Source: an optimization exercise on an open RTL-to-GDS flow (aim: small area). Production flows keep margins and buffers that such runs may drop.
Where RTL was checked, it was by simulation tests only, not by an equivalence proof against the original.
Only the layout flow was run in run 2; the RTL was not checked for function there.
Power figures rest on the tool's default switching activity, not on a simulated workload.

$ cat design/flow/flow/run.sh
#!/bin/bash
# Standard ORFS layout with these changes: ports are buffered with buf_1 (the smallest
# buffer) instead of ORFS's default pick; CTS uses clkbuf_8 with sink clusters of up to
# 16 flip-flops within 50 um, and no dummy loads.
set -euo pipefail
bash standard.sh synth > synth.log 2>&1
bash standard.sh finish \
  "BUFFER_PORTS_ARGS=-buffer_cell sky130_fd_sc_hd__buf_1" \
  "CTS_ARGS=-sink_clustering_enable -repair_clock_nets -dont_use_dummy_load -buf_list sky130_fd_sc_hd__clkbuf_8 -sink_clustering_size 16 -sink_clustering_max_diameter 50" \
  > layout.log 2>&1
$ cat design/flow/standard.sh
#!/bin/bash
# synth_recipe.tcl (not shown) runs the flow's synth.tcl, then flattens the netlist and writes it again
# the make line also repeats each setting of config.mk as NAME=value (left out here)
make -C /OpenROAD-flow-scripts/flow DESIGN_CONFIG=/design/flow/config.mk WORK_HOME=/design/flow/orfs CLKGATE_MAP_FILE= SYNTH_SCRIPT=/design/flow/synth_recipe.tcl "${@:-finish}"
$ cat design/flow/config.mk
export PLATFORM = sky130hd
export DESIGN_NAME = rtype_mc_datapath
export DESIGN_NICKNAME = rtype_mc_datapath
export VERILOG_FILES = /design/flow/design.v
export SDC_FILE = /design/flow/constraint.sdc
export NUM_CORES = 4
export LEC_CHECK = 0
export CAP_MARGIN = 5
export CELL_PAD_IN_SITES_DETAIL_PLACEMENT = 1
export CELL_PAD_IN_SITES_GLOBAL_PLACEMENT = 2
export CORE_MARGIN = 2
export CORE_UTILIZATION = 50
export GPL_TIMING_DRIVEN = 0
export PLACE_DENSITY = 0.6
export SLEW_MARGIN = 5
export SYNTH_HIERARCHICAL = 1
export SYNTH_MINIMUM_KEEP_SIZE = 0
$ cat design/flow/constraint.sdc
create_clock -name core_clock -period 8.0 [get_ports {clk}]
set_input_delay 1.6000 -clock core_clock [delete_from_list [all_inputs] [get_ports {clk}]]
set_output_delay 1.6000 -clock core_clock [all_outputs]
set_load 0.01 [all_outputs]
$ cat design/flow/design.v
module rf_aoi222 (
    input  logic a1, b1, a2, b2, a3, b3,
    output logic y
);
    assign y = ~((a1 & b1) | (a2 & b2) | (a3 & b3));
endmodule
module rf_nand2 (
    input  logic a, b,
    output logic y
);
    assign y = ~(a & b);
endmodule
module rf_aoi22 (
    input  logic a1, b1, a2, b2,
    output logic y
);
    assign y = ~((a1 & b1) | (a2 & b2));
endmodule
module rf_bitmux_lo (
    input  logic [30:0] sel,
    input  logic [30:0] d,
    input  logic        xs,
    input  logic        xd,
    output logic        y
);
    logic [10:0] t;
    for (genvar i = 0; i < 10; i++) begin : g
        rf_aoi222 u(.a1(sel[3*i]), .b1(d[3*i]), .a2(sel[3*i+1]), .b2(d[3*i+1]),
                    .a3(sel[3*i+2]), .b3(d[3*i+2]), .y(t[i]));
    end
    rf_aoi22 u_last(.a1(sel[30]), .b1(d[30]), .a2(xs), .b2(xd), .y(t[10]));
    assign y = ~&t;
endmodule
module rf_bitmux_hi (
    input  logic [30:0] sel,
    input  logic [30:0] d,
    output logic        y
);
    logic [10:0] t;
    for (genvar i = 0; i < 10; i++) begin : g
        rf_aoi222 u(.a1(sel[3*i]), .b1(d[3*i]), .a2(sel[3*i+1]), .b2(d[3*i+1]),
                    .a3(sel[3*i+2]), .b3(d[3*i+2]), .y(t[i]));
    end
    rf_nand2 u_last(.a(sel[30]), .b(d[30]), .y(t[10]));
    assign y = ~&t;
endmodule
module rf_dec (
    input  logic [4:0]  slot,
    input  logic        en,
    output logic [30:0] sel
);
    logic [3:0] lo;
    logic [7:0] hi;
    always_comb begin
        for (int i = 0; i < 4; i++) lo[i] = (slot[1:0] == 2'(i));
        for (int i = 0; i < 8; i++) hi[i] = en && (slot[4:2] == 3'(i));
        for (int k = 0; k < 31; k++) sel[k] = lo[k % 4] & hi[k / 4];
    end
endmodule
module rf_slot (
    input  logic [4:0] r,
    input  logic [4:0] g,
    output logic [4:0] slot,
    output logic       ge
);
    logic [5:0] dif;
    assign dif  = {1'b0, r} - {1'b0, g};
    assign ge   = ~dif[5];
    assign slot = dif[5] ? dif[4:0] - 5'd1 : dif[4:0];
endmodule
module rtype_mc_datapath #(
    parameter int DATA_W = 32,
    parameter int NREGS  = 32
) (
    input  logic              clk,
    input  logic              reset,
    input  logic              instr_valid,
    output logic              instr_ready,
    input  logic [31:0]       instr,
    output logic [DATA_W-1:0] out,
    output logic [5:0]        op,
    output logic              zero,
    output logic              done,
    output logic              illegal,
    output logic              ovf,
    input  logic [4:0]        dbg_addr,
    output logic [DATA_W-1:0] dbg_data
);
    localparam logic [4:0] T_IDLE = 5'd17, T_LOAD = 5'd30, T_PRE = 5'd31, T_DONE = 5'd16;
    logic [4:0]  t_q, t_d;
    logic [4:0]  ia_q;      
    logic        busy_q;    
    logic [21:0] ins_q;     
    logic        rdnz_q;
    logic [31:0] a_q;
    logic        cy_q, f_q, z_q, b0_q, b1_q;
    logic [4:0]  g_q;
    logic        init_q;
    logic [31:0] ring_q [31];
    logic is_load, is_pre, is_step, is_done, wait_in;
    logic [4:0] t_inc;
    assign t_inc   = t_q + 5'd1;
    assign is_pre  = (t_q == T_PRE);
    assign is_load = (t_q == T_LOAD);
    assign is_step = ~t_q[4];
    assign is_done = (t_q == T_DONE);
    assign wait_in = (t_q == T_IDLE) | is_done;
    logic [5:0] opc, funct;
    logic [4:0] rt, shamt;
    assign opc   = ins_q[21:16];
    assign rt    = ins_q[15:11];
    assign shamt = ins_q[10:6];
    assign funct = ins_q[5:0];
    logic legal, is_add, is_sub, is_slt, is_sltu, is_and, is_or, is_xor, is_nor;
    logic is_sll, is_srl, is_sra, is_shift, is_cmp, is_addsub, inv_b;
    always_comb begin
        {is_add, is_sub, is_slt, is_sltu, is_and, is_or, is_xor, is_nor, is_sll, is_srl, is_sra} = '0;
        case (funct)
            6'h20: is_add  = 1'b1;
            6'h22: is_sub  = 1'b1;
            6'h24: is_and  = 1'b1;
            6'h25: is_or   = 1'b1;
            6'h26: is_xor  = 1'b1;
            6'h27: is_nor  = 1'b1;
            6'h2A: is_slt  = 1'b1;
            6'h2B: is_sltu = 1'b1;
            6'h00: is_sll  = 1'b1;
            6'h02: is_srl  = 1'b1;
            6'h03: is_sra  = 1'b1;
            default: ;
        endcase
    end
    assign legal     = (opc == 6'd0) && (is_add | is_sub | is_slt | is_sltu | is_and | is_or |
                                         is_xor | is_nor | is_sll | is_srl | is_sra);
    assign is_shift  = is_sll | is_srl | is_sra;
    assign is_cmp    = legal & (is_slt | is_sltu);
    assign is_addsub = legal & (is_add | is_sub);
    assign inv_b     = is_sub | is_slt | is_sltu;
    logic [4:0]  raddr;
    logic [4:0]  slot;
    logic        ren, uninit;
    logic [30:0] sel;
    logic [31:0] word;
    assign raddr  = busy_q ? ia_q : dbg_addr;
    logic ge;
    rf_slot u_slot(.r(raddr), .g(g_q), .slot(slot), .ge(ge));
    assign uninit = init_q & ge & (raddr != 5'd0);
    assign ren    = (raddr != 5'd0) & ~uninit;
    rf_dec u_dec(.slot(slot), .en(ren), .sel(sel));
    for (genvar b = 0; b < 32; b++) begin : g_rd
        logic [30:0] d;
        for (genvar k = 0; k < 31; k++) begin : g_k
            assign d[k] = ring_q[k][b];
        end
        if (b < 5) begin : g_lo
            rf_bitmux_lo u_mux(.sel(sel), .d(d), .xs(uninit), .xd(raddr[b]), .y(word[b]));
        end else begin : g_hi
            rf_bitmux_hi u_mux(.sel(sel), .d(d), .y(word[b]));
        end
    end
    assign dbg_data = word;
    logic [4:0]  kk;
    logic [6:0]  j;
    logic [31:0] word1;
    logic        oor0, oor1, fill, bn0, bn1, b0, b1, a0, a1, c1, c2, s0, s1, ins0, ins1, bb0, bb1;
    assign kk    = is_shift ? shamt : 5'd0;
    assign j     = is_sll ? ({2'b0, t_inc[3:0], 1'b0} - {2'b0, kk}) : ({2'b0, t_inc[3:0], 1'b0} + {2'b0, kk});
    assign fill  = is_sra & word[31];
    assign word1 = {is_sll ? word[0] : fill, word[31:1]};
    assign oor0  = j[6] | j[5];
    assign oor1  = is_sll ? (j[6] & ~(j[5:0] == 6'h3F)) : j[5];
    assign bn0   = oor0 ? fill : word[j[4:0]];
    assign bn1   = oor1 ? fill : word1[j[4:0]];
    assign b0    = b0_q;
    assign b1    = b1_q;
    assign a0    = a_q[0];
    assign a1    = a_q[1];
    assign bb0   = b0 ^ inv_b;
    assign bb1   = b1 ^ inv_b;
    assign s0    = a0 ^ bb0 ^ cy_q;
    assign c1    = (a0 & bb0) | (a0 & cy_q) | (bb0 & cy_q);
    assign s1    = a1 ^ bb1 ^ c1;
    assign c2    = (a1 & bb1) | (a1 & c1) | (bb1 & c1);
    always_comb begin
        ins0 = 1'b0;
        ins1 = 1'b0;
        if (legal) begin
            if (is_add | is_sub) begin ins0 = s0; ins1 = s1; end
            else if (is_and) begin ins0 = a0 & b0; ins1 = a1 & b1; end
            else if (is_or)  begin ins0 = a0 | b0; ins1 = a1 | b1; end
            else if (is_xor) begin ins0 = a0 ^ b0; ins1 = a1 ^ b1; end
            else if (is_nor) begin ins0 = ~(a0 | b0); ins1 = ~(a1 | b1); end
            else if (is_shift) begin ins0 = b0; ins1 = b1; end
        end
    end
    logic [4:0] g_ahead;    
    logic [4:0] rd_in;
    logic       accept, we;
    assign rd_in       = instr[15:11];
    assign g_ahead     = (g_q <= 5'd12) ? g_q + 5'd19 : g_q - 5'd12;
    assign instr_ready = wait_in & ((rd_in == 5'd0) | (rd_in == g_ahead));
    assign accept      = instr_valid & instr_ready;
    assign done        = is_done;
    always_comb begin
        if (accept) t_d = T_LOAD;
        else if (t_q == T_IDLE) t_d = T_IDLE;
        else t_d = t_inc;
    end
    always_ff @(posedge clk or posedge reset) begin
        if (reset) begin
            t_q    <= T_IDLE;
            busy_q <= 1'b0;
            g_q    <= 5'd1;
            init_q <= 1'b1;
        end else begin
            t_q    <= t_d;
            busy_q <= (t_d != T_IDLE) && (t_d != T_DONE);
            g_q    <= (g_q == 5'd31) ? 5'd1 : g_q + 5'd1;
            if (g_q == 5'd31) init_q <= 1'b0;
        end
    end
    always_ff @(posedge clk) begin
        ia_q <= wait_in ? instr[25:21] : rt;
        if (wait_in) begin
            ins_q  <= {instr[31:26], instr[20:16], instr[10:6], instr[5:0]};
            rdnz_q <= (rd_in != 5'd0);
        end
        if (is_load) a_q <= {word[29:0], word[31:30]};
        else if (is_pre) a_q <= {a_q[1:0], a_q[31:2]};
        else a_q <= {ins1, ins0, a_q[31:2]};
        b0_q  <= bn0;
        b1_q  <= bn1;
        cy_q  <= is_step ? c2 : inv_b;
        z_q   <= is_step ? (z_q & ~ins0 & ~ins1) : 1'b1;
        f_q   <= is_slt ? (s1 ^ c1 ^ c2) : is_sltu ? ~c2 : (c1 ^ c2);
    end
    assign out     = {a_q[31:1], a_q[0] | (is_cmp & f_q)};
    assign zero    = z_q & ~(is_cmp & f_q);
    assign illegal = ~legal;
    assign ovf     = is_addsub & f_q;
    assign op      = opc;
    assign we      = is_done & legal & ~ovf & rdnz_q;
    logic        keep;
    logic [31:0] wdata;
    assign keep  = ~we & ~init_q;
    assign wdata = ({32{we}} & out) | ({32{keep}} & ring_q[0]) | {27'd0, {5{init_q & ~we}} & g_q};
    always_ff @(posedge clk) begin
        for (int k = 0; k < 30; k++) ring_q[k] <= ring_q[k + 1];
        ring_q[30] <= wdata;
    end
endmodule
==> impl_metrics.csv, run 1 <==
group,metric,value,unit
logic_synthesis,syn_area,29400,um^2
clock_network,path_clk_slew,0.09,ns
timing,setup_tns,0,ns
logic_synthesis,yosysUniqueCellTypes,69,
routing,drtIter0Drc,2465,
pwr,peakVddDrop,0.354,mV
final_layout,final_util,57.2,%
clock_network,clock_latency,0.70,ns
placement,place_congestion,0.824,
logic_synthesis,synth-edff-count,23,
logic_synthesis,async_reset_ff_share,1.12,%
hold_path,hold_path_class,"flop to flop",
setup_path,path_max_fanout,19,
floorplanning,core.rowCount,88,
timing,max_freq,127,MHz
floorplanning,die_w,247,um
logic_synthesis,synth_top_area_share,70.3,%
clock_network,cts_made_buffers,86,
timing,min_period_over_period,98.4,%
timing,fin_crit,7.87,ns
routing,postRouteWirelength,94.5,mm
setup_path,cp.required,6.40,ns
routing,wire_per_inst,30.7,um
routing,post_drt_via_cell_ratio,6.33,
logic_synthesis,synth.top_cells.by_area,"dfxtp_1 (70%), a222oi_1 (11%), edfxtp_1 (2.3%), mux2_2 (1.5%), nand4_1 (1.5%)",
logic_synthesis,yosys.cell_count.top_type,"dfxtp_1",
clock_network,cts.sinks,1069,
placement,dp_hpwl,61.1,mm
logic_synthesis,synth_common_cells,"dfxtp_1 (1034), a222oi_1 (321), nand2_1 (116), nand4_1 (71), nor2_1 (58)",
logic_synthesis,synth_warnings,9,
clock_network,cts_tree,"done",
logic_synthesis,avgSynthCellArea,14.2,um^2
routing,ant_nets,0,
global_routing,grt.total_usage,30.7,%
logic_synthesis,ys.flop_type,"dfxtp_1",
routing,remaining_drc_errors,0,
timing,final_hold_viol_count,0,
logic_synthesis,ys_seq_area_share,73.7,%
global_routing,grt_pass1_vias,20300,
floorplanning,die_area,60800,um^2
final_layout,fin_nets,2388,
pwr,powerDensity,329,nW/um^2
routing,vias,19500,
global_routing,grt_pass1_wl,135,mm
setup_path,critPathLaunchType,"input pin",
placement,place_area,31700,um^2
clock_network,cts.path.max_buffers,3,
global_routing,grt-ovfl-total,0,
placement,port_buffers,114,
clock_network,root_buffer,"clkbuf_8",
floorplanning,die_h,247,um
logic_synthesis,ys_seq_elements,1069,
pwr,leakagePower,0.0124,uW
setup_path,endpoint_kind,"primary output",
timing,drv_slew,0,
floorplanning,coreArea,57900,um^2
setup_path,critPathArrivalTime,6.27,ns
timing,skew,0.0661,ns
job,drv_cap,0,
floorplanning,start_util,50.8,%
logic_synthesis,yosysTopAreaCell,"dfxtp_1",
routing,drt_pass1_iterations,8,
final_layout,area_growth,12.4,%
timing,setup_viol,0,
timing,max_slew.worst_pin.slew,1.02,ns
floorplanning,io_pins,115,
clock_network,cts_hold_buffers,0,
final_layout,fin_area,33100,um^2
clock_network,htree_levels,3,
logic_synthesis,synthCells,2071,
status,status,"timing/DRC/antenna clean",
global_routing,antenna_found_initial,6,
setup_path,crit_type,"input pin to primary output",
global_routing,grt_max_degree,24,
final_layout,layout-drive-gt1-share,10.5,%
timing,relSlewSlack,31.9,%
## flip-flops by register name, summed over array words and instances (netlist names)
signal	cells
ring_q	992
a_q	32
g_q	5
b0_q	1
rdnz_q	1
z_q	1
init_q	1
cy_q	1
f_q	1
ins_q	22
ia_q	5
t_q	5
busy_q	1
b1_q	1
## through the flow
stage               power (uW)  std cells  hold WS [ns]  setup WS (ns)
finish                   10900       3080         0.289          0.126
floorplan                 6690       2071         0.330          0.945
global route             11200       3079         0.293        -0.0803
CTS                      10800       3067         0.290          0.118
global placement          7760       2950         0.332          -2.68
detailed placement        8270       2981         0.336          0.149
## Yosys stat by module (local to each module, per instance)
module | flip-flops and latches | cell area (um^2) | copies in the design | cells inside
rtype_mc_datapath | 1069 | 24800 | 1 | 1507
rf_slot | 0 | 303 | 1 | 38
rf_dec | 0 | 230 | 1 | 46
rf_bitmux_hi | 0 | 23.8 | 27 | 4
rf_bitmux_lo | 0 | 23.8 | 5 | 4
rf_aoi22 | 0 | 12.5 | 5 | 1
rf_aoi222 | 0 | 10.0 | 320 | 1
rf_nand2 | 0 | 3.75 | 27 | 1
## where the power goes
group | internal (uW) | switching, uW
Combinational | 725 | 2070
Clock | 962 | 1610
Sequential | 5430 | 89.3
Total | 7120 | 3760
## critical path, stage by stage
cell and delay [ns]:
buf_1 0.07, mux2_2 0.19, inv_1 0.05, ha_1 0.23, fa_1 0.62, ha_1 0.22
nand2_1 0.07, a2bb2oi_2 0.15, xnor2_1 0.56, nand4b_1 0.59, nor2_4 0.81, buf_12 0.30
a222oi_1 0.11, nand4_1 0.11, or3_1 0.37, buf_1 0.20
## metal layers
layer  vias up  share of wire, %  GRT usage, %
met5         -            0.0095             0
met4         2               3.4          11.0
met3       185               7.1          4.69
met2       742                48          51.4
met1     10100                42          40.6
li1       8514                 -             -
## placed cells by master (no fill, tap or decap), types with 31 or more instances in the layout
master    instances
a222oi_1        321
buf_1           114
buf_12           37
clkbuf_8         86
dfxtp_1        1034
inv_1            33
mux2_2           40
mux2i_1          41
nand2_1         116
nand3_1          41
nand4_1          71
nor2_4           31
or3_1            33
## cell type report
class                      instances  area, um^2
fill                            5649       24800
sequential                      1069       21700
multi-input combinational        937        7690
timing repair buffer             156        1270
clock buffer                      86        1180
tap                              765         957
buffer                            30         179
inverter                          34         128
antenna                            3        7.51
## final timing paths
path	end	slack, ns	startpoint	depth (start not counted)
worst max-delay path	dbg_data[30]	0.13	dbg_addr[0]	16
worst min-delay path	ring_q[8][12]	0.29	ring_q[9][12]	0
worst max register to register	b1_q	1.56	busy_q	21
worst min register to register	ring_q[8][12]	0.29	ring_q[9][12]	0
max in group asynchronous	t_q[4]	6.70	reset	2
min in group asynchronous	t_q[3]	0.92	reset	2
## cell families (layout without fill, tap and decap cells)
family / Yosys count / in the layout / share of synthesized area, %
xor gates and xnor gates: 24 / 24 / 0.739
and+or+nand+nor: 404 / 404 / 7.24
buffers and inverters: 65 / 306 / 1.03
other: 0 / 3 / 0
DFF: 1069 / 1069 / 73.7
muxes: 84 / 84 / 3.11
adders and majority gates: 34 / 34 / 1.60
AOI/OAI and AO/OA: 391 / 391 / 12.6
## what timing repair did
action | in CTS | in global routing
setup buffers | 0 | 11
endpoints found under the setup margin | 0 | 15
resized for setup | 0 | 7
==> run 2: changes to the inputs <==
--- a/design/flow/design.v
+++ b/design/flow/design.v
@@ -148,3 +148,5 @@
     assign ren    = (raddr != 5'd0) & ~uninit;
+    logic [30:0] sel_hi;
     rf_dec u_dec(.slot(slot), .en(ren), .sel(sel));
+    rf_dec u_dec_hi(.slot(slot), .en(ren), .sel(sel_hi));
     for (genvar b = 0; b < 32; b++) begin : g_rd
@@ -157,3 +159,3 @@
         end else begin : g_hi
-            rf_bitmux_hi u_mux(.sel(sel), .d(d), .y(word[b]));
+            rf_bitmux_hi u_mux(.sel(b < 16 ? sel : sel_hi), .d(d), .y(word[b]));
         end
==> run 2 against run 1 <==
Net effect: count of clock-buffer cells in the layout up 2; largest power group unchanged; worst hold slack worse by 0.0065 ns; still clean; non-clock buffer count up 17.
==> impl_metrics.csv, run 2 <==
group,metric,value,unit
timing,relSlewSlack,27.4,%
clock_network,clock_latency,0.70,ns
logic_synthesis,yosysTopAreaCell,"dfxtp_1",
clock_network,htree_levels,3,
timing,fin_crit,7.86,ns
timing,max_slew.worst_pin.slew,1.09,ns
global_routing,grt.total_usage,30.2,%
timing,drv_slew,0,
placement,place_congestion,0.816,
setup_path,critPathLaunchType,"input pin",
global_routing,grt_max_degree,24,
final_layout,n_antenna_cell,0,
routing,wire_per_inst,29.5,um
setup_path,rrSetupSlack,1.51,ns
logic_synthesis,ys_seq_elements,1069,
setup_path,endpoint_kind,"primary output",
logic_synthesis,ys_seq_area_share,73.1,%
global_routing,antenna_found_initial,0,
status,status,"timing/DRC/antenna clean",
timing,final_hold_viol_count,0,
clock_network,path_clk_slew,0.09,ns
pwr,powerDensity,330,nW/um^2
placement,placedCellCount,3057,
setup_path,regToRegStartpoint,"busy_q",
routing,ant_nets,0,
setup_path,critPathArrivalTime,6.26,ns
final_layout,largest_reg_flops,992,
setup_path,critPathCapture,"dbg_data[18]",
final_layout,layout.cells.non_filler,3147,
logic_synthesis,synthCells,2117,
global_routing,grt_pass1_wl,135,mm
pwr,p_comb_share,27.0,%
setup_path,r2r_end,"b1_q",
routing,remaining_drc_errors,0,
timing,max_freq,127,MHz
logic_synthesis,synth_top_area_share,69.8,%
floorplanning,io_pins,115,
logic_synthesis,syn_area,29700,um^2
job,drv_cap,0,
clock_network,cts.sinks,1069,
logic_synthesis,yosys.cell_count.top_type,"dfxtp_1",
routing,drtIter0Drc,2532,
setup_path,r2r_cells,20,
setup_path,crit_type,"input pin to primary output",
setup_path,cp.required,6.40,ns
floorplanning,die_w,248,um
placement,port_buffers,114,
logic_synthesis,yosysUniqueCellTypes,69,
timing,min_period_over_period,98.2,%
final_layout,final_common_cell,"dfxtp_1",
floorplanning,coreArea,58800,um^2
final_layout,largest-register,"ring_q",
pwr,switching_power,3840,uW
pwr,power_frac_seq,49.7,%
logic_synthesis,synth-edff-count,23,
routing,drt_pass1_iterations,8,
final_layout,final_cell_mix,"dfxtp_1 (1034), a222oi_1 (321), nand2_1 (117)",
pwr,clkPwrFrac,23.4,%
clock_network,cts_tree,"done",
clock_network,root_buffer,"clkbuf_8",
pwr,p_sw_share,34.6,%
hold_path,hold_path_class,"flop to flop",
logic_synthesis,avgSynthCellArea,14.0,um^2
final_layout,fin_area,33600,um^2
final_layout,area_growth,13.2,%
logic_synthesis,synth_common_cells,"dfxtp_1 (1034), a222oi_1 (321), nand2_1 (117), nor2_1 (89), nand4_1 (72)",
final_layout,top_regs,"ring_q (992), a_q (32), ins_q (22)",
pwr,leakagePower,0.0127,uW
final_layout,layout-drive-gt1-share,12.4,%
pwr,peakVddDrop,0.233,mV
timing,rsz0062_at_grt,"no",
routing,vias,19700,
clock_network,cts.path.max_buffers,3,
setup_path,path_max_fanout,16,
floorplanning,die_h,248,um
timing,setup_viol,0,
placement,place_area,32300,um^2
pwr,p_int,7260,uW
logic_synthesis,ys.flop_type,"dfxtp_1",
logic_synthesis,async_reset_ff_share,1.12,%
setup_path,crit_start,"dbg_addr[0]",
clock_network,cts_made_buffers,88,
final_layout,fin_nets,2450,
floorplanning,core.rowCount,89,
global_routing,grt-ovfl-total,0,
floorplanning,die_area,61300,um^2
logic_synthesis,synth.top_cells.by_area,"dfxtp_1 (70%), a222oi_1 (11%), edfxtp_1 (2.3%), mux2_2 (1.5%), nand4_1 (1.5%)",
placement,dp_hpwl,63.2,mm
global_routing,grt_pass1_vias,20700,
logic_synthesis,synth_warnings,9,
routing,post_drt_via_cell_ratio,6.27,
routing,postRouteWirelength,92.8,mm
timing,skew,0.0652,ns
floorplanning,start_util,50.5,%
clock_network,cts_hold_buffers,0,
[run 2: changes by cell type after synthesis]
cell,change
clkbuf_1,+3
nand2_1,+1
nand2b_1,+2
nand4_1,+1
nand4b_1,+3
nand4bb_1,+3
nor2_1,+31
or2_1,+1
or4b_4,+1
[run 2: kinds of logic (layout without fill, tap and decap cells)]
group	after synthesis	after routing	share of synthesized area, %
buf+inv	68	325	1.06
simple gates	447	447	7.92
flops	1069	1069	73.1
xor+xnor	24	24	0.734
compound gates	391	391	12.5
mux	84	84	3.09
fa+ha+maj	34	34	1.59
[run 2: worst min path at each step]
stage | from | end | slack (ns) | cells past startpoint
4_1_cts | ring_q[26][31] | ring_q[25][31] | 0.28 | 0
6_report | ring_q[26][31] | ring_q[25][31] | 0.28 | 0
5_1_grt | ring_q[7][31] | ring_q[6][31] | 0.29 | 0
2_1_floorplan | ring_q[12][0] | ring_q[11][0] | 0.33 | 0
3_5_place_dp | ring_q[12][30] | ring_q[11][30] | 0.34 | 0
3_3_place_gp | ring_q[12][8] | ring_q[11][8] | 0.33 | 0
[run 2: power groups by stage]
stage / Clock, uW / Combinational, uW / Sequential (uW)
after CTS: 2640 / 2930 / 5520
final: 2590 / 3000 / 5520
after global routing: 2850 / 3080 / 5530
after detailed placement: 0 / 2900 / 5640
after floorplan: 0 / 1230 / 5610
after global placement: 0 / 2260 / 5640
[run 2: cell type report]
type	instances	area, um^2
timing repair buffer	172	1520
tap	773	967
inverter	34	128
multi-input combinational	980	7910
fill	5636	25200
sequential	1069	21700
buffer	31	175
clock buffer	88	1210
[run 2: per-layer routing]
layer / part of all wire [%] / vias up / track usage [%] / wire, um
li1: - / 8695 / - / -
met1: 42 / 10100 / 39.2 / 38800
met2: 49 / 704 / 50.9 / 45100
met3: 5.9 / 195 / 4.54 / 5520
met4: 3.7 / 0 / 11.6 / 3430
met5: 0 / - / 0.397 / 0
[run 2: metrics by stage]
stage | hold WS [ns] | TNS (ns) | util (%) | worst slack (ns) | total power (uW)
after floorplan | 0.330 | 0 | - | 1.34 | 6850
after global placement | 0.332 | -34.54 | 52.8 | -1.23 | 7890
after detailed placement | 0.336 | -3.85 | 54.9 | -0.349 | 8540
after CTS | 0.283 | 0 | 57.0 | 0.0365 | 11100
after global routing | 0.288 | 0 | 57.2 | 0.00638 | 11500
final | 0.282 | 0 | 57.2 | 0.144 | 11100
[run 2: what timing repair did]
item	4_1_cts	5_1_grt
buffers inserted	0	5
gates resized for setup	4	1
pin swaps	0	2
endpoints found under the setup margin	28	12
[run 2: worst max-delay path, cell delays in order]
cell,delay [ns]
buf_1,0.08
mux2_2,0.21
inv_1,0.06
ha_1,0.23
fa_1,0.47
xnor2_1,0.23
nor3_1,0.20
nand2_1,0.12
xnor2_2,0.61
nand4b_1,0.57
nor2_4,0.87
a222oi_1,0.23
nand3_1,0.11
or3_1,0.43
buf_1,0.21
[run 2: modules after synthesis (local to each module, per instance)]
module,times used,area [um^2],cells
rf_nand2,27,3.75,1
rtype_mc_datapath,1,24800,1507
rf_bitmux_hi,27,23.8,4
rf_bitmux_lo,5,23.8,4
rf_dec,2,230,46
rf_aoi222,320,10.0,1
rf_slot,1,303,38
rf_aoi22,5,12.5,1
==> run 3: changes to the inputs <==
--- a/design/flow/design.v
+++ b/design/flow/design.v
@@ -46,2 +46,8 @@
 endmodule
+module rf_and2 (
+    input  logic a, b,
+    output logic y
+);
+    assign y = a & b;
+endmodule
 module rf_dec (
@@ -56,3 +62,5 @@
         for (int i = 0; i < 8; i++) hi[i] = en && (slot[4:2] == 3'(i));
-        for (int k = 0; k < 31; k++) sel[k] = lo[k % 4] & hi[k / 4];
+    end
+    for (genvar k = 0; k < 31; k++) begin : g_sel
+        rf_and2 u(.a(lo[k % 4]), .b(hi[k / 4]), .y(sel[k]));
     end
@@ -148,5 +156,3 @@
     assign ren    = (raddr != 5'd0) & ~uninit;
-    logic [30:0] sel_hi;
     rf_dec u_dec(.slot(slot), .en(ren), .sel(sel));
-    rf_dec u_dec_hi(.slot(slot), .en(ren), .sel(sel_hi));
     for (genvar b = 0; b < 32; b++) begin : g_rd
@@ -159,3 +165,3 @@
         end else begin : g_hi
-            rf_bitmux_hi u_mux(.sel(b < 16 ? sel : sel_hi), .d(d), .y(word[b]));
+            rf_bitmux_hi u_mux(.sel(sel), .d(d), .y(word[b]));
         end
==> run 3 against run 2 <==
Net effect: non-clock buffer count is 38 lower; die area hardly changed; count of clock-buffer cells in the layout is 2 higher; highest routed layer unchanged; wire length is 4.3% higher; cell area is 2.6% lower; worst setup slack better by 0.15 ns; synthesized cell count is 0.43% lower; utilization is 1.5 points lower; via count hardly changed; critical path depth is 2 higher; sequential share of layout area is 1.7 points higher.
==> impl_metrics.csv, run 3 <==
group,metric,value,unit
status,status,"timing/DRC/antenna clean",
global_routing,antenna_found_initial,2,
floorplanning,die_w,248,um
timing,setup_viol,0,
routing,vias,19700,
pwr,peakVddDrop,0.351,mV
logic_synthesis,syn_area,29700,um^2
routing,drt_pass1_iterations,7,
logic_synthesis,synth-edff-count,23,
job,drv_cap,0,
timing,fin_crit,7.71,ns
floorplanning,coreArea,58800,um^2
final_layout,fin_area,32700,um^2
timing,final_hold_viol_count,0,
timing,min_period_over_period,96.3,%
floorplanning,die_area,61300,um^2
placement,port_buffers,114,
final_layout,final_common_cell,"dfxtp_1",
clock_network,cts_tree,"done",
logic_synthesis,yosysTopAreaCell,"dfxtp_1",
floorplanning,die_h,248,um
logic_synthesis,yosys.cell_count.top_type,"dfxtp_1",
logic_synthesis,synth_top_family_by_area,"compound AO/OA/AOI/OAI gates",
logic_synthesis,synthCells,2108,
final_layout,area_growth,10.4,%
logic_synthesis,synth_warnings,9,
timing,relSlewSlack,31.2,%
logic_synthesis,ys_seq_area_share,73.2,%
final_layout,fin_nets,2406,
global_routing,grt_max_degree,33,
setup_path,slowest_delay,0.64,ns
routing,remaining_drc_errors,0,
logic_synthesis,yosysUniqueCellTypes,78,
floorplanning,io_pins,115,
clock_network,cts_hold_buffers,0,
logic_synthesis,ys_seq_elements,1069,
clock_network,cts_made_buffers,90,
final_layout,largest_reg_flops,992,
setup_path,crit_path_top_delay_cell,"or3_1",
logic_synthesis,synth_compound_area_share,12.9,%
clock_network,path_clk_slew,0.09,ns
clock_network,clock_latency,0.71,ns
global_routing,grt_pass1_wl,139,mm
clock_network,cts.path.max_buffers,3,
placement,place_congestion,0.822,
placement,place_area,31500,um^2
setup_path,endpoint_kind,"primary output",
timing,hold_ws,0.278,ns
clock_network,root_buffer,"clkbuf_8",
routing,ant_nets,0,
routing,post_drt_via_cell_ratio,6.36,
final_layout,largest-register,"ring_q",
hold_path,hold_path_class,"flop to flop",
logic_synthesis,async_reset_ff_share,1.12,%
setup_path,critPathLaunchType,"input pin",
logic_synthesis,avgSynthCellArea,14.1,um^2
setup_path,critPathArrivalTime,6.11,ns
logic_synthesis,synth.top_cells.by_area,"dfxtp_1 (70%), a222oi_1 (11%), edfxtp_1 (2.3%), nand2_1 (1.9%), mux2_2 (1.5%)",
clock_network,htree_levels,3,
final_layout,final_cell_mix,"dfxtp_1 (1034), a222oi_1 (320), nand2_1 (154)",
timing,skew,0.0923,ns
clock_network,cts.sinks,1069,
routing,drtIter0Drc,2493,
timing,max_slew.worst_pin.slew,1.03,ns
pwr,powerDensity,326,nW/um^2
placement,dp_hpwl,58.7,mm
global_routing,grt-ovfl-total,0,
pwr,leakagePower,0.0123,uW
logic_synthesis,synth-adder-area-share,1.59,%
logic_synthesis,synth_common_cells,"dfxtp_1 (1034), a222oi_1 (320), nand2_1 (154), nand4_1 (71), nand3_1 (45)",
setup_path,path_cells,"buf_1, mux2_2, inv_1, ha_1, fa_1, ha_1, nand2_1, a2bb2oi_2, nor3_2, xnor2_2, and4b_2, and2_2, buf_12, a222oi_1, nand4_1, or3_1, buf_1",
setup_path,path_max_fanout,20,
timing,max_freq,130,MHz
logic_synthesis,yosys.area_share.simple,8.19,%
setup_path,cp.required,6.40,ns
global_routing,grt.total_usage,31.5,%
floorplanning,core.rowCount,89,
timing,drv_slew,0,
logic_synthesis,ys.flop_type,"dfxtp_1",
setup_path,crit_type,"input pin to primary output",
final_layout,fill_cells,5705,
timing,rsz0062_at_grt,"no",
global_routing,grt_pass1_vias,20900,
routing,postRouteWirelength,96.8,mm
routing,wire_per_inst,31.2,um
final_layout,layout-drive-gt1-share,10.5,%
final_layout,top_regs,"ring_q (992), a_q (32), ins_q (22)",
logic_synthesis,synthMuxAreaShare,2.30,%
floorplanning,start_util,50.4,%
logic_synthesis,synthXorXnorAreaFrac,0.743,%
logic_synthesis,synth_top_area_share,69.8,%
[run 3: cell count changes in the layout (fill, tap and decap cells not counted), sizes merged, moves of 6 or more]
cell / change
a21oi: +15
and2: +32
buf: -30
clkbuf: -6
mux2i: -22
nand2: +36
nand3: +6
nand4b: -6
nand4bb: -7
nor2: -60
[run 3: cells by family (layout without fill, tap and decap cells)]
| family | after synthesis | count (layout) |
|---|---|---|
| AND/OR/NAND/NOR | 447 | 447 |
| buffers and inverters | 65 | 287 |
| XOR/XNOR | 23 | 23 |
| multiplexers | 62 | 62 |
| other | 0 | 2 |
| flip-flops | 1069 | 1069 |
| AO/OA/AOI/OAI | 408 | 408 |
| adder cells (fa/ha/maj) | 34 | 34 |
[run 3: metal layers]
layer  wire [um]  track usage [%]  vias to the layer above  share of wire, %
met5           0                0                        -                 0
met2       47000             53.5                      806                49
met4        3450             11.8                        0               3.6
li1            -                -                     8584                 -
met3        6840             5.40                      220               7.1
met1       39500             40.1                    10100                41
[run 3: area by class of cell]
type / instances / area (um^2) / share of cell area, %
Buffer: 33 / 219 / 0.669
Antenna cell: 2 / 5.00 / 0.0153
Timing Repair Buffer: 132 / 796 / 2.43
Inverter: 32 / 120 / 0.367
Tap cell: 773 / 967 / 2.96
Clock buffer: 90 / 1240 / 3.79
Sequential cell: 1069 / 21700 / 66.3
Multi-Input combinational cell: 974 / 7680 / 23.5
[run 3: per-module statistics from Yosys (local to each module, per instance), a selection]
module / copies in the design / cell area (um^2) / cells / flip-flops and latches
rf_slot: 1 / 303 / 38 / 0
rf_dec: 1 / 119 / 12 / 0
rf_bitmux_hi: 27 / 23.8 / 4 / 0
rf_aoi22: 5 / 12.5 / 1 / 0
rf_aoi222: 320 / 10.0 / 1 / 0
rf_and2: 31 / 6.26 / 1 / 0
[run 3: final timing paths]
kind                            cells past startpoint  slack [ns]            end           from
worst max-delay path                               17        0.29   dbg_data[31]    dbg_addr[0]
worst min-delay path                                0        0.28  ring_q[8][31]  ring_q[9][31]
worst max register to register                     19        2.00           b1_q         busy_q
worst min register to register                      0        0.28  ring_q[8][31]  ring_q[9][31]
max in group asynchronous                           2        6.69         g_q[1]          reset
min in group asynchronous                           2        0.92         t_q[1]          reset
[run 3: per-stage QoR]
stage	power, uW	TNS, ns	util [%]	worst slack (ns)	cells
2_1_floorplan	6740	0	-	1.34	2108
3_3_place_gp	7890	-31.73	52.8	-1.15	2995
3_5_place_dp	8120	0	53.5	0.186	3013
4_1_cts	10700	0	55.6	0.162	3103
5_1_grt	11000	0	55.6	0.145	3104
6_report	10700	0	55.7	0.292	3105
[run 3: where the power goes]
group          internal (uW)  switching, uW  leakage, uW
Clock                   1000           1620     0.000647
Combinational            597           1940      0.00301
Sequential              5430           90.9      0.00867
Total                   7030           3650       0.0123
[run 3: worst max-delay path, delay by kind of cell]
family | cells | cell delay, ns
xor+xnor | 1 | 0.32
buf+inv | 4 | 0.64
fa+ha+maj | 3 | 0.92
simple gates | 6 | 1.61
compound gates | 2 | 0.65
mux | 1 | 0.33
[run 3: what timing repair did]
item,in CTS,in global routing
setup buffers,0,0
resized for setup,0,1
setup endpoints to repair,0,2
==> run 4: changes to the inputs <==
==> design/flow/flow/run.sh (replaced) <==
#!/bin/bash
# Standard ORFS layout with these changes: ports are buffered with buf_1 (the smallest
# buffer) instead of ORFS's default pick; before repair_design, drivers of nets with 16
# or more loads get drive strength 4 (flow/presize.tcl); CTS uses clkbuf_8 with sink
# clusters of up to 16 flip-flops within 50 um, and no dummy loads.
set -euo pipefail
here=$(pwd)
bash standard.sh synth > synth.log 2>&1
bash standard.sh finish \
  "BUFFER_PORTS_ARGS=-buffer_cell sky130_fd_sc_hd__buf_1" \
  "PRE_RESIZE_TCL=$here/flow/presize.tcl" \
  "CTS_ARGS=-sink_clustering_enable -repair_clock_nets -dont_use_dummy_load -buf_list sky130_fd_sc_hd__clkbuf_8 -sink_clustering_size 16 -sink_clustering_max_diameter 50" \
  > layout.log 2>&1
==> design/flow/flow/presize.tcl (new file) <==
# Before repair_design: give each combinational driver of a net with 16 or more loads the
# _4 drive strength of its own cell, so the net needs no slew buffers.
set n_up 0
foreach inst [get_cells *] {
  set master [get_property $inst ref_name]
  if {![regexp {^(sky130_fd_sc_hd__[a-z0-9]+)_([0-9]+)$} $master -> base size]} { continue }
  if {[string match "*df*" $base] || [string match "*buf*" $base] || [string match "*inv*" $base]} { continue }
  if {$size >= 4} { continue }
  set fo 0
  foreach pin [get_pins -of_objects $inst -filter "direction==output"] {
    set net [get_nets -quiet -of_objects $pin]
    if {$net eq ""} { continue }
    set n [llength [get_pins -quiet -of_objects $net -filter "direction==input"]]
    if {$n > $fo} { set fo $n }
  }
  if {$fo < 16} { continue }
  set target [get_lib_cells -quiet */${base}_4]
  if {$target eq ""} { continue }
  replace_cell $inst [get_name $target]
  incr n_up
}
puts "presize: $n_up drivers set to drive strength 4"
==> run 4 against run 3 <==
Net effect: still clean; highest routed layer unchanged; worst hold slack got worse by 0.012 ns; utilization shrank 0.60 points; critical path depth down 1; critical endpoint unchanged; combinational power fell by 5%.
==> impl_metrics.csv, run 4 <==
group,metric,value,unit
setup_path,endpoint_kind,"primary output",
timing,drv_slew,0,
final_layout,final_util,55.0,%
logic_synthesis,yosysUniqueCellTypes,78,
logic_synthesis,synth-edff-count,23,
setup_path,critPathLaunchType,"input pin",
clock_network,path_clk_slew,0.09,ns
placement,place_congestion,0.822,
status,status,"timing/DRC/antenna clean",
timing,relSlewSlack,32.6,%
timing,rsz0062_at_grt,"no",
final_layout,final_common_cell,"dfxtp_1",
setup_path,cp.required,6.40,ns
floorplanning,die_w,248,um
job,drv_cap,0,
logic_synthesis,synth_top_area_share,69.8,%
clock_network,cts_hold_buffers,0,
pwr,peakVddDrop,0.418,mV
timing,final_hold_viol_count,0,
final_layout,top_regs,"ring_q (992), a_q (32), ins_q (22)",
global_routing,grt.total_usage,31.2,%
placement,port_buffers,114,
pwr,powerDensity,326,nW/um^2
pwr,p_sw_share,34.4,%
timing,skew,0.0994,ns
final_layout,largest_reg_flops,992,
setup_path,path_max_fanout,32,
final_layout,largest-register,"ring_q",
setup_path,rrSetupSlack,1.90,ns
pwr,switching_power,3630,uW
pwr,p_comb_share,22.8,%
clock_network,htree_levels,3,
logic_synthesis,ys_seq_area_share,73.2,%
clock_network,clock_latency,0.72,ns
routing,postRouteWirelength,96.4,mm
global_routing,antenna_found_initial,3,
routing,remaining_drc_errors,0,
logic_synthesis,synth_warnings,9,
setup_path,slowest_delay,0.65,ns
pwr,power_frac_seq,52.3,%
logic_synthesis,avgSynthCellArea,14.1,um^2
routing,post_drt_via_cell_ratio,6.40,
logic_synthesis,yosysTopAreaCell,"dfxtp_1",
final_layout,final_cell_mix,"dfxtp_1 (1034), a222oi_1 (320), nand2_1 (154)",
timing,max_freq,130,MHz
global_routing,grt_max_degree,33,
pwr,p_int,6930,uW
floorplanning,coreArea,58800,um^2
timing,min_period_over_period,96.2,%
floorplanning,start_util,50.4,%
global_routing,grt_pass1_wl,138,mm
final_layout,area_growth,9.15,%
routing,wire_per_inst,31.3,um
floorplanning,io_pins,115,
final_layout,fin_nets,2388,
clock_network,root_buffer,"clkbuf_8",
floorplanning,die_h,248,um
setup_path,cp.buffers_inverters,3,
setup_path,critPathArrivalTime,6.09,ns
clock_network,cts_resized,0,
global_routing,grt-ovfl-total,0,
logic_synthesis,yosys.cell_count.top_type,"dfxtp_1",
global_routing,grt_pass1_vias,20700,
floorplanning,die_area,61300,um^2
logic_synthesis,async_reset_ff_share,1.12,%
logic_synthesis,synth.top_cells.by_area,"dfxtp_1 (70%), a222oi_1 (11%), edfxtp_1 (2.3%), nand2_1 (1.9%), mux2_2 (1.5%)",
pwr,leakagePower,0.0122,uW
clock_network,cts_tree,"done",
pwr,power,10600,uW
final_layout,layout-drive-gt1-share,9.78,%
routing,drt_pass1_iterations,9,
timing,setup_viol,0,
clock_network,post-cts-setup-buffers,0,
timing,worst_slack,0.306,ns
setup_path,path_cells,"buf_1, mux2_2, inv_1, ha_1, fa_1, ha_1, nand2_1, a2bb2oi_2, nor3_2, xnor2_1, and4b_2, and2_4, a222oi_1, nand4_1, or3_1, buf_1",
placement,dp_hpwl,53.1,mm
clock_network,cts_made_buffers,90,
routing,ant_nets,0,
logic_synthesis,syn_area,29700,um^2
timing,fin_crit,7.69,ns
floorplanning,core.rowCount,89,
placement,dp_slack,0.397,ns
hold_path,hold_path_class,"flop to flop",
setup_path,crit_family,"simple AND/OR/NAND/NOR gates",
pwr,clkPwrFrac,24.8,%
setup_path,crit_path_top_delay_cell,"or3_1",
setup_path,crit_type,"input pin to primary output",
routing,drtIter0Drc,2371,
routing,vias,19800,
timing,max_slew.worst_pin.slew,1.01,ns
clock_network,cts.sinks,1069,
clock_network,cts.path.max_buffers,3,
logic_synthesis,ys_seq_elements,1069,
logic_synthesis,synth_common_cells,"dfxtp_1 (1034), a222oi_1 (320), nand2_1 (154), nand4_1 (71), nand3_1 (45)",
logic_synthesis,synthCells,2108,
logic_synthesis,ys.flop_type,"dfxtp_1",
[run 4: cell counts after synthesis]
No cell type changed its count.
[run 4: layer usage]
metal / GRT usage (%) / vias up / share of wire (%)
met4: 11.1 / 0 / 3.6
li1: - / 8562 / -
met2: 52.9 / 860 / 48
met5: 0 / - / 0
met3: 5.59 / 226 / 8.1
met1: 40.1 / 10100 / 41
[run 4: final cells by class]
type | count | area [um^2]
Timing Repair Buffer | 114 | 428
Buffer | 33 | 219
Antenna cell | 1 | 2.50
Inverter | 32 | 120
Clock buffer | 90 | 1240
Multi-Input combinational cell | 974 | 7700
Tap cell | 773 | 967
Sequential cell | 1069 | 21700
Fill cell | 5836 | 26400
[run 4: per-stage QoR]
step	instances	setup TNS, ns	hold WS, ns	cell area (um^2)
CTS	3085	0	0.264	32400
global route	3086	0	0.279	32400
global placement	2995	-31.73	0.332	31000
floorplan	2108	0	0.330	29700
detailed placement	2995	0	0.336	31100
finish	3086	0	0.266	32400
[run 4: worst reg2reg max path, cell delays in order (launching register included)]
cell and delay, ns:
dfrtp_1 0.52, mux2_2 0.45, inv_1 0.08, ha_1 0.19
fa_1 0.46, ha_1 0.26, nand2_1 0.08, a2bb2oi_2 0.19
nor3_2 0.06, xnor2_1 0.48, and4bb_2 0.34, and2_4 0.38
a222oi_1 0.52, nand4_1 0.14, or3_1 0.43, mux2i_1 0.63
mux2i_1 0.20, a2111oi_2 0.47, nor4_2 0.07
[run 4: cell families (layout without fill, tap and decap cells)]
| kind of cell | count (synthesis) | count (layout) | share of synthesized area (%) |
|---|---|---|---|
| flops | 1069 | 1069 | 73.2 |
| xor+xnor | 23 | 23 | 0.743 |
| simple gates | 447 | 447 | 8.19 |
| compound gates | 408 | 408 | 12.9 |
| fa+ha+maj | 34 | 34 | 1.59 |
| buf+inv | 65 | 269 | 1.14 |
| other cells | 0 | 1 | 0 |
| mux | 62 | 62 | 2.30 |
[run 4: Yosys stat by module (local to each module, per instance)]
module             flip-flops and latches  cells  area (um^2)
rf_aoi22                                0      1         12.5
rf_dec                                  0     12          119
rf_and2                                 0      1         6.26
rf_slot                                 0     38          303
rf_bitmux_lo                            0      4         23.8
rf_aoi222                               0      1         10.0
rf_nand2                                0      1         3.75
rtype_mc_datapath                    1069   1547        24900
rf_bitmux_hi                            0      4         23.8
[run 4: final timing paths]
| path | start | end | cells after the start |
|---|---|---|---|
| min reg2reg | ring_q[9][31] | ring_q[8][31] | 0 |
| max reg2reg | busy_q | b1_q | 18 |
| max in group asynchronous | reset | t_q[4] | 2 |
| min | ring_q[9][31] | ring_q[8][31] | 0 |
| min in group asynchronous | reset | t_q[2] | 2 |
| max | dbg_addr[0] | dbg_data[31] | 16 |
[run 4: power by group through the flow]
stage / Clock (uW) / Sequential, uW / Combinational [uW]
2_1_floorplan: 0 / 5610 / 1130
3_3_place_gp: 0 / 5640 / 2250
3_5_place_dp: 0 / 5650 / 2350
4_1_cts: 2670 / 5520 / 2360
5_1_grt: 2870 / 5540 / 2460
6_report: 2620 / 5520 / 2410
==> run 5: changes to the inputs <==
--- a/design/flow/flow/run.sh
+++ b/design/flow/flow/run.sh
@@ -2,3 +2,4 @@
 # Standard ORFS layout with these changes: ports are buffered with buf_1 (the smallest
-# buffer) instead of ORFS's default pick; before repair_design, drivers of nets with 16
+# buffer) instead of ORFS's default pick; synthesis buffers are removed at floorplan;
+# before repair_design, drivers of nets with 10
 # or more loads get drive strength 4 (flow/presize.tcl); CTS uses clkbuf_8 with sink
@@ -11,2 +12,3 @@
   "PRE_RESIZE_TCL=$here/flow/presize.tcl" \
+  "REMOVE_ABC_BUFFERS=1" \
   "CTS_ARGS=-sink_clustering_enable -repair_clock_nets -dont_use_dummy_load -buf_list sky130_fd_sc_hd__clkbuf_8 -sink_clustering_size 16 -sink_clustering_max_diameter 50" \
--- a/design/flow/flow/presize.tcl
+++ b/design/flow/flow/presize.tcl
@@ -1,2 +1,2 @@
-# Before repair_design: give each combinational driver of a net with 16 or more loads the
+# Before repair_design: give each combinational driver of a net with 10 or more loads the
 # _4 drive strength of its own cell, so the net needs no slew buffers.
@@ -15,3 +15,3 @@
   }
-  if {$fo < 16} { continue }
+  if {$fo < 10} { continue }
   set target [get_lib_cells -quiet */${base}_4]
==> run 5 against run 4 <==
Net effect: utilization down 0.25 points; non-clock buffer count down 30; largest power group unchanged; maximum frequency up 1.7%; flip-flop and latch count unchanged; largest cell class unchanged; still clean on timing, DRC and antenna.
==> impl_metrics.csv, run 5 <==
group,metric,value,unit
setup_path,regToRegStartpoint,"busy_q",
setup_path,critPathArrivalTime,5.97,ns
timing,setup_viol,0,
floorplanning,io_pins,115,
pwr,p_sw_share,34.5,%
clock_network,root_buffer,"clkbuf_8",
timing,max_slew.worst_pin.slew,1.22,ns
setup_path,path_max_fanout,32,
logic_synthesis,synth-edff-count,23,
pwr,p_int,6870,uW
logic_synthesis,synthCells,2108,
final_layout,fin_nets,2356,
logic_synthesis,ys_seq_elements,1069,
logic_synthesis,synth.top_cells.by_area,"dfxtp_1 (70%), a222oi_1 (11%), edfxtp_1 (2.3%), nand2_1 (1.9%), mux2_2 (1.5%)",
placement,place_congestion,0.797,
global_routing,grt_pass1_vias,20000,
timing,final_hold_viol_count,0,
setup_path,endpoint_kind,"primary output",
final_layout,largest-register,"ring_q",
setup_path,crit_start,"dbg_addr[0]",
setup_path,cp.required,6.40,ns
logic_synthesis,ys.flop_type,"dfxtp_1",
final_layout,top_regs,"ring_q (992), a_q (32), ins_q (22)",
timing,max_freq,132,MHz
final_layout,final_util,54.8,%
pwr,leakagePower,0.0121,uW
routing,post_drt_via_cell_ratio,6.39,
logic_synthesis,synth_compound_area_share,12.9,%
status,status,"timing/DRC/antenna clean",
timing,relSlewSlack,18.6,%
logic_synthesis,syn_area,29700,um^2
timing,worst_slack,0.431,ns
floorplanning,core.rowCount,89,
final_layout,area_growth,8.65,%
hold_path,hold_path_class,"flop to flop",
logic_synthesis,async_reset_ff_share,1.12,%
timing,min_period_over_period,94.6,%
timing,drv_slew,0,
routing,wire_per_inst,31.5,um
timing,skew,0.0829,ns
timing,fin_crit,7.57,ns
floorplanning,coreArea,58800,um^2
logic_synthesis,avgSynthCellArea,14.1,um^2
routing,drtIter0Drc,2891,
routing,postRouteWirelength,96.1,mm
clock_network,htree_levels,3,
logic_synthesis,synth-adder-area-share,1.59,%
pwr,powerDensity,326,nW/um^2
routing,remaining_drc_errors,0,
final_layout,layout-drive-gt1-share,9.21,%
final_layout,final_common_cell,"dfxtp_1",
clock_network,cts_resized,0,
global_routing,antenna_found_initial,1,
pwr,clkPwrFrac,24.7,%
pwr,switching_power,3620,uW
job,drv_cap,0,
global_routing,grt-ovfl-total,0,
routing,ant_nets,0,
clock_network,path_clk_slew,0.10,ns
floorplanning,die_h,248,um
placement,dp_hpwl,51.3,mm
logic_synthesis,yosys.area_share.simple,8.19,%
global_routing,grt.total_usage,31.0,%
floorplanning,start_util,50.4,%
logic_synthesis,synthMuxAreaShare,2.30,%
logic_synthesis,synth_top_area_share,69.8,%
pwr,power_frac_seq,52.8,%
global_routing,grt_pass1_wl,136,mm
logic_synthesis,yosysTopAreaCell,"dfxtp_1",
logic_synthesis,synth_common_cells,"dfxtp_1 (1034), a222oi_1 (320), nand2_1 (154), nand4_1 (71), nand3_1 (45)",
logic_synthesis,synthXorXnorAreaFrac,0.743,%
clock_network,cts_made_buffers,88,
logic_synthesis,synth_warnings,9,
clock_network,clock_latency,0.71,ns
final_layout,largest_reg_flops,992,
pwr,peakVddDrop,0.630,mV
placement,dp_slack,0.423,ns
final_layout,final_cell_mix,"dfxtp_1 (1034), a222oi_1 (320), nand2_1 (152)",
hold_path,hp-start,"ring_q[9][16]",
logic_synthesis,yosys.cell_count.top_type,"dfxtp_1",
clock_network,cts.sinks,1069,
clock_network,cts.path.max_buffers,3,
logic_synthesis,yosysUniqueCellTypes,78,
pwr,p_comb_share,22.5,%
clock_network,cts_tree,"done",
setup_path,critPathLaunchType,"input pin",
routing,vias,19500,
floorplanning,die_w,248,um
final_layout,fill_cells,5768,
setup_path,crit_type,"input pin to primary output",
clock_network,post-cts-setup-buffers,0,
hold_path,worstHoldPathCells,0,
placement,port_buffers,114,
clock_network,cts_hold_buffers,0,
setup_path,r2r_cells,22,
logic_synthesis,ys_seq_area_share,73.2,%
logic_synthesis,synth_top_family_by_area,"compound AO/OA/AOI/OAI gates",
floorplanning,die_area,61300,um^2
timing,rsz0062_at_grt,"no",
global_routing,grt_max_degree,36,
routing,drt_pass1_iterations,7,
## run 5: cell count changes in the layout (fill, tap and decap cells not counted), sizes merged
cell,previous run,this run
buf,139,117
clkbuf,98,88
## run 5: metrics by stage
step	TNS (ns)	hold WS [ns]	instances	total power, uW	area [um^2]
floorplan	0	0.330	2075	6690	29400
global placement	-29.69	0.332	2962	7850	30800
detailed placement	0	0.336	2965	7970	31000
CTS	0	0.296	3053	10500	32200
global route	0	0.298	3054	10800	32200
finish	0	0.302	3054	10500	32200
## run 5: power groups by stage
| stage | registers (uW) | logic, uW | clock network (uW) |
|---|---|---|---|
| floorplan | 5620 | 1070 | 0 |
| global route | 5540 | 2420 | 2850 |
| detailed placement | 5660 | 2310 | 0 |
| global placement | 5650 | 2190 | 0 |
| finish | 5530 | 2360 | 2590 |
| CTS | 5530 | 2320 | 2630 |
## run 5: critical path: stages
cell and delay [ns]:
buf_1 0.07, mux2_2 0.31, inv_1 0.07, ha_1 0.17, fa_1 0.46, ha_1 0.25, nand2_1 0.08, a2bb2oi_2 0.19
nor3_2 0.06, xnor2_1 0.48, and4b_2 0.32, and2_4 0.39, a222oi_1 0.46, nand4_1 0.16, or3_1 0.63, buf_1 0.22
## run 5: cells by family (layout without fill, tap and decap cells)
kind of cell	after synthesis	after routing
DFF	1069	1069
AOI/OAI and AO/OA	408	408
xor gates and xnor gates	23	23
buffers and inverters	65	237
other	0	1
and+or+nand+nor	447	447
muxes	62	62
adders and majority gates	34	34
## run 5: layout make-up
| cell class | count | area [um^2] | share of cell area [%] |
|---|---|---|---|
| Inverter | 32 | 120 | 0.373 |
| Timing Repair Buffer | 117 | 473 | 1.47 |
| Clock buffer | 88 | 1210 | 3.76 |
| Tap cell | 773 | 967 | 3.00 |
| Sequential cell | 1069 | 21700 | 67.3 |
| Multi-Input combinational cell | 974 | 7750 | 24.1 |
| Antenna cell | 1 | 2.50 | 0.00777 |
## run 5: worst paths after layout
kind	slack, ns	endpoint
hold / removal	0.30	ring_q[8][16]
setup / recovery	0.43	dbg_data[28]
setup reg to reg	2.26	b1_q
hold reg to reg	0.30	ring_q[8][16]
min in group asynchronous	0.94	t_q[2]
max in group asynchronous	6.68	g_q[0]
## run 5: Yosys stat by module (local to each module, per instance)
module	cell area [um^2]	times used
rf_dec	119	1
rf_slot	303	1
rf_aoi22	12.5	5
rtype_mc_datapath	24900	1
rf_bitmux_lo	23.8	5
rf_aoi222	10.0	320
rf_nand2	3.75	27
rf_bitmux_hi	23.8	27
rf_and2	6.26	31
## run 5: layer usage
| metal | vias to the layer above | routed length, um | track usage (%) |
|---|---|---|---|
| li1 | 8488 | - | - |
| met1 | 9955 | 41000 | 43.0 |
| met2 | 871 | 43200 | 48.6 |
| met3 | 215 | 8240 | 5.24 |
| met4 | 0 | 3760 | 11.9 |
| met5 | - | 0 | 0 |
==> run 6: changes to the inputs <==
--- a/design/flow/design.v
+++ b/design/flow/design.v
@@ -45,2 +45,21 @@
     assign y = ~&t;
+endmodule
+module rf_ao22 (
+    input  logic a1, b1, a2, b2,
+    output logic y
+);
+    assign y = (a1 & b1) | (a2 & b2);
+endmodule
+module rf_ao222 (
+    input  logic a1, b1, a2, b2, a3, b3,
+    output logic y
+);
+    assign y = (a1 & b1) | (a2 & b2) | (a3 & b3);
+endmodule
+module rf_mux16 (
+    input  logic [15:0] d,
+    input  logic [3:0]  s,
+    output logic        y
+);
+    assign y = d[s];
 endmodule
@@ -102,3 +121,3 @@
     logic        rdnz_q;
-    logic [31:0] a_q;
+    logic [31:0] a_q, a_d;
     logic        cy_q, f_q, z_q, b0_q, b1_q;
@@ -170,13 +189,21 @@
     logic [4:0]  kk;
-    logic [6:0]  j;
-    logic [31:0] word1;
-    logic        oor0, oor1, fill, bn0, bn1, b0, b1, a0, a1, c1, c2, s0, s1, ins0, ins1, bb0, bb1;
-    assign kk    = is_shift ? shamt : 5'd0;
-    assign j     = is_sll ? ({2'b0, t_inc[3:0], 1'b0} - {2'b0, kk}) : ({2'b0, t_inc[3:0], 1'b0} + {2'b0, kk});
-    assign fill  = is_sra & word[31];
-    assign word1 = {is_sll ? word[0] : fill, word[31:1]};
-    assign oor0  = j[6] | j[5];
-    assign oor1  = is_sll ? (j[6] & ~(j[5:0] == 6'h3F)) : j[5];
-    assign bn0   = oor0 ? fill : word[j[4:0]];
-    assign bn1   = oor1 ? fill : word1[j[4:0]];
+    logic [6:0]  j0, j1;
+    logic [15:0] w_even, w_odd;
+    logic        oor0, oor1, fill, m_even, m_odd, bn0, bn1, b0, b1, a0, a1, c1, c2, s0, s1, ins0, ins1, bb0, bb1;
+    assign kk     = is_shift ? shamt : 5'd0;
+    assign j0     = is_sll ? ({2'b0, t_inc[3:0], 1'b0} - {2'b0, kk}) : ({2'b0, t_inc[3:0], 1'b0} + {2'b0, kk});
+    assign j1     = is_sll ? ({2'b0, t_inc[3:0], 1'b1} - {2'b0, kk}) : ({2'b0, t_inc[3:0], 1'b1} + {2'b0, kk});
+    always_comb begin
+        for (int i = 0; i < 16; i++) begin
+            w_even[i] = word[2 * i];
+            w_odd[i]  = word[2 * i + 1];
+        end
+    end
+    rf_mux16 u_even(.d(w_even), .s(j1[4:1]), .y(m_even));
+    rf_mux16 u_odd(.d(w_odd), .s(j0[4:1]), .y(m_odd));
+    assign fill   = is_sra & word[31];
+    assign oor0   = j0[6] | j0[5];
+    assign oor1   = j1[6] | j1[5];
+    assign bn0    = oor0 ? fill : (j0[0] ? m_odd : m_even);
+    assign bn1    = oor1 ? fill : (j0[0] ? m_even : m_odd);
     assign b0    = b0_q;
@@ -229,2 +256,12 @@
     end
+    logic not_load, shift_in;
+    logic [31:0] a_rot;
+    assign not_load = ~is_load;
+    assign shift_in = ~is_load & ~is_pre;
+    assign a_rot    = {word[29:0], word[31:30]};
+    for (genvar b = 0; b < 30; b++) begin : g_a
+        rf_ao22 u(.a1(is_load), .b1(a_rot[b]), .a2(not_load), .b2(a_q[b + 2]), .y(a_d[b]));
+    end
+    rf_ao222 u_a30(.a1(is_load), .b1(a_rot[30]), .a2(is_pre), .b2(a_q[0]), .a3(shift_in), .b3(ins0), .y(a_d[30]));
+    rf_ao222 u_a31(.a1(is_load), .b1(a_rot[31]), .a2(is_pre), .b2(a_q[1]), .a3(shift_in), .b3(ins1), .y(a_d[31]));
     always_ff @(posedge clk) begin
@@ -235,5 +272,3 @@
         end
-        if (is_load) a_q <= {word[29:0], word[31:30]};
-        else if (is_pre) a_q <= {a_q[1:0], a_q[31:2]};
-        else a_q <= {ins1, ins0, a_q[31:2]};
+        a_q <= a_d;
         b0_q  <= bn0;
@@ -250,6 +285,13 @@
     assign we      = is_done & legal & ~ovf & rdnz_q;
-    logic        keep;
+    logic        keep, iw;
     logic [31:0] wdata;
     assign keep  = ~we & ~init_q;
-    assign wdata = ({32{we}} & out) | ({32{keep}} & ring_q[0]) | {27'd0, {5{init_q & ~we}} & g_q};
+    assign iw    = init_q & ~we;
+    for (genvar b = 0; b < 32; b++) begin : g_w
+        if (b < 5) begin : g_lo
+            rf_ao222 u(.a1(we), .b1(out[b]), .a2(keep), .b2(ring_q[0][b]), .a3(iw), .b3(g_q[b]), .y(wdata[b]));
+        end else begin : g_hi
+            rf_ao22 u(.a1(we), .b1(out[b]), .a2(keep), .b2(ring_q[0][b]), .y(wdata[b]));
+        end
+    end
     always_ff @(posedge clk) begin
==> run 6 against run 5 <==
Net effect: utilization grew 0.48 points; sequential power shrank 1%; first-iteration DRC count shrank 14%; register-to-register slack lost 0.40 ns; clock skew grew 0.016 ns; count of clock-buffer cells in the layout grew 1; combinational power grew 8%; die area shrank 1.8%; critical endpoint is now dbg_data[9]; via count shrank 4.5%; area after synthesis shrank 1.8%.
==> impl_metrics.csv, run 6 <==
group,metric,value,unit
status,status,"timing/DRC/antenna clean",
logic_synthesis,synth_warnings,10,
hold_path,whs_endpoint,"ring_q[0][29]",
logic_synthesis,synth.top_cells.by_area,"dfxtp_1 (71%), a222oi_1 (11%), edfxtp_1 (2.4%), a22o_1 (1.7%), nand4_1 (1.4%)",
routing,ant_nets,0,
clock_network,path_clk_slew,0.09,ns
pwr,p_comb_share,24.0,%
clock_network,cts.sinks,1069,
setup_path,critPathArrivalTime,5.90,ns
floorplanning,coreArea,57600,um^2
final_layout,final_common_cell,"dfxtp_1",
setup_path,critPathLaunchType,"input pin",
logic_synthesis,ys_seq_area_share,74.5,%
pwr,switching_power,3770,uW
final_layout,top_regs,"ring_q (992), a_q (32), ins_q (22)",
placement,place_congestion,0.820,
logic_synthesis,synthCells,1964,
logic_synthesis,syn_area,29100,um^2
timing,rsz0062_at_grt,"no",
global_routing,grt-ovfl-total,0,
clock_network,cts_made_buffers,89,
timing,final_hold_viol_count,0,
floorplanning,io_pins,115,
routing,vias,18700,
timing,drv_slew,0,
setup_path,path_max_fanout,32,
timing,skew,0.0986,ns
setup_path,rrSetupSlack,1.86,ns
setup_path,r2r_cells,19,
global_routing,antenna_found_initial,1,
placement,port_buffers,114,
routing,wire_per_inst,31.1,um
timing,relSlewSlack,12.1,%
pwr,power_frac_seq,51.4,%
pwr,leakagePower,0.0120,uW
clock_network,cts_hold_buffers,0,
final_layout,largest_reg_flops,992,
hold_path,hold_path_class,"flop to flop",
placement,placedCellCount,2832,
floorplanning,die_w,245,um
routing,drt_pass1_iterations,9,
logic_synthesis,yosysTopAreaCell,"dfxtp_1",
final_layout,fin_nets,2236,
clock_network,htree_levels,3,
pwr,p_int,6840,uW
logic_synthesis,ys_seq_elements,1069,
clock_network,cts.path.max_buffers,3,
clock_network,clock_latency,0.71,ns
pwr,powerDensity,333,nW/um^2
placement,dp_hpwl,48.3,mm
timing,fin_crit,7.50,ns
pwr,peakVddDrop,0.359,mV
global_routing,grt_pass1_wl,130,mm
setup_path,r2r_end,"b0_q",
placement,place_area,30600,um^2
timing,max_slew.worst_pin.slew,1.32,ns
timing,setup_viol,0,
pwr,clkPwrFrac,24.5,%
global_routing,grt_pass1_vias,19700,
timing,min_period_over_period,93.8,%
setup_path,regToRegStartpoint,"busy_q",
logic_synthesis,avgSynthCellArea,14.8,um^2
final_layout,area_growth,9.30,%
hold_path,hp-start,"ring_q[1][29]",
floorplanning,start_util,50.6,%
clock_network,cts_tree,"done",
setup_path,cp.required,6.40,ns
global_routing,grt_max_degree,35,
logic_synthesis,synth_common_cells,"dfxtp_1 (1034), a222oi_1 (327), nand4_1 (66), a22o_1 (57), nand2_1 (50)",
clock_network,cts_resized,0,
routing,remaining_drc_errors,0,
clock_network,root_buffer,"clkbuf_8",
logic_synthesis,async_reset_ff_share,1.12,%
floorplanning,die_area,60200,um^2
floorplanning,die_h,245,um
timing,max_freq,133,MHz
job,drv_cap,0,
final_layout,largest-register,"ring_q",
setup_path,endpoint_kind,"primary output",
clock_network,post-cts-setup-buffers,0,
pwr,p_sw_share,35.5,%
routing,drtIter0Drc,2499,
setup_path,crit_type,"input pin to primary output",
hold_path,worstHoldPathCells,0,
routing,postRouteWirelength,90.9,mm
floorplanning,core.rowCount,88,
final_layout,layout-drive-gt1-share,7.97,%
logic_synthesis,yosys.cell_count.top_type,"dfxtp_1",
logic_synthesis,synth_top_area_share,71.1,%
final_layout,layout.cells.non_filler,2923,
routing,post_drt_via_cell_ratio,6.38,
logic_synthesis,yosysUniqueCellTypes,71,
logic_synthesis,synth-edff-count,23,
global_routing,grt.total_usage,29.9,%
final_layout,final_cell_mix,"dfxtp_1 (1034), a222oi_1 (327), buf_1 (114)",
final_layout,final_util,55.3,%
logic_synthesis,ys.flop_type,"dfxtp_1",
final_layout,fin_area,31800,um^2
run 6: cell type report:
class,instances,area [um^2]
fill,5557,25800
antenna,1,2.50
clock buffer,89,1220
sequential,1069,21700
multi-input combinational,837,7300
inverter,44,165
tap,765,957
timing repair buffer,118,484
run 6: cell families (layout without fill, tap and decap cells):
group	count (synthesis)	count (layout)	synth area share, %
muxes	32	32	1.59
AOI/OAI and AO/OA	454	454	14.7
and+or+nand+nor	289	289	5.74
DFF	1069	1069	74.5
other	0	1	0
adders and majority gates	37	37	1.80
buffers and inverters	58	251	0.838
xor gates and xnor gates	25	25	0.803
run 6: how the worst max path moves through the flow:
stage | slack (ns) | end | depth (start not counted) | from
after floorplan | 1.38 | dbg_data[31] | 14 | dbg_addr[0]
after global placement | -1.05 | dbg_data[28] | 16 | dbg_addr[0]
after detailed placement | 0.57 | dbg_data[9] | 16 | dbg_addr[0]
after CTS | 0.54 | dbg_data[9] | 16 | dbg_addr[0]
after global routing | 0.33 | dbg_data[9] | 16 | dbg_addr[0]
final | 0.50 | dbg_data[9] | 16 | dbg_addr[0]
run 6: power groups by stage:
stage	clock network, uW	registers, uW	logic (uW)
after floorplan	0	5570	1090
after global placement	0	5580	2340
after detailed placement	0	5580	2480
after CTS	2650	5460	2490
after global routing	2870	5470	2590
final	2600	5460	2550
run 6: metrics by stage:
stage / setup WS [ns] / TNS [ns] / power, uW / hold slack [ns]
global route: 0.332 / 0 / 10900 / 0.312
global placement: -1.05 / -30.21 / 7920 / 0.332
finish: 0.498 / 0 / 10600 / 0.293
detailed placement: 0.569 / 0 / 8060 / 0.337
floorplan: 1.38 / 0 / 6660 / 0.330
CTS: 0.541 / 0 / 10600 / 0.301
run 6: layer usage:
layer	wire, um	vias up	share of wire [%]	global-route usage [%]
li1	-	8165	-	-
met1	37400	9582	41	37.8
met2	43700	698	48	50.7
met3	6370	210	7.0	5.36
met4	3370	0	3.7	12.1
met5	0	-	0	0
run 6: worst max-delay path, cell delays in order:
cell and delay, ns:
buf_1 0.07, mux2_2 0.29, inv_1 0.07, ha_1 0.18
fa_1 0.47, ha_1 0.27, nand2_1 0.09, a2bb2oi_2 0.18
nor3_2 0.06, xnor2_1 0.50, and4b_2 0.32, and2_4 0.35
a222oi_1 0.53, nand4_1 0.16, or3_1 0.54, buf_1 0.18
run 6: modules after synthesis, one instance, submodules excluded, excerpt:
| module | area, um^2 | cells | flip-flops and latches |
|---|---|---|---|
| rtype_mc_datapath | 23500 | 1319 | 1069 |
| rf_slot | 304 | 37 | 0 |
| rf_dec | 119 | 12 | 0 |
| rf_bitmux_lo | 23.8 | 4 | 0 |
| rf_ao222 | 13.8 | 2 | 0 |
| rf_aoi22 | 12.5 | 1 | 0 |

Check on run 6: ideal ports give 0.498 ns setup slack; a clkbuf_16 on the clock port and buf_2 on the inputs give 0.477 ns; moving port delays by the midpoint clock arrival (0.720 ns) as well gives 0.477 ns.
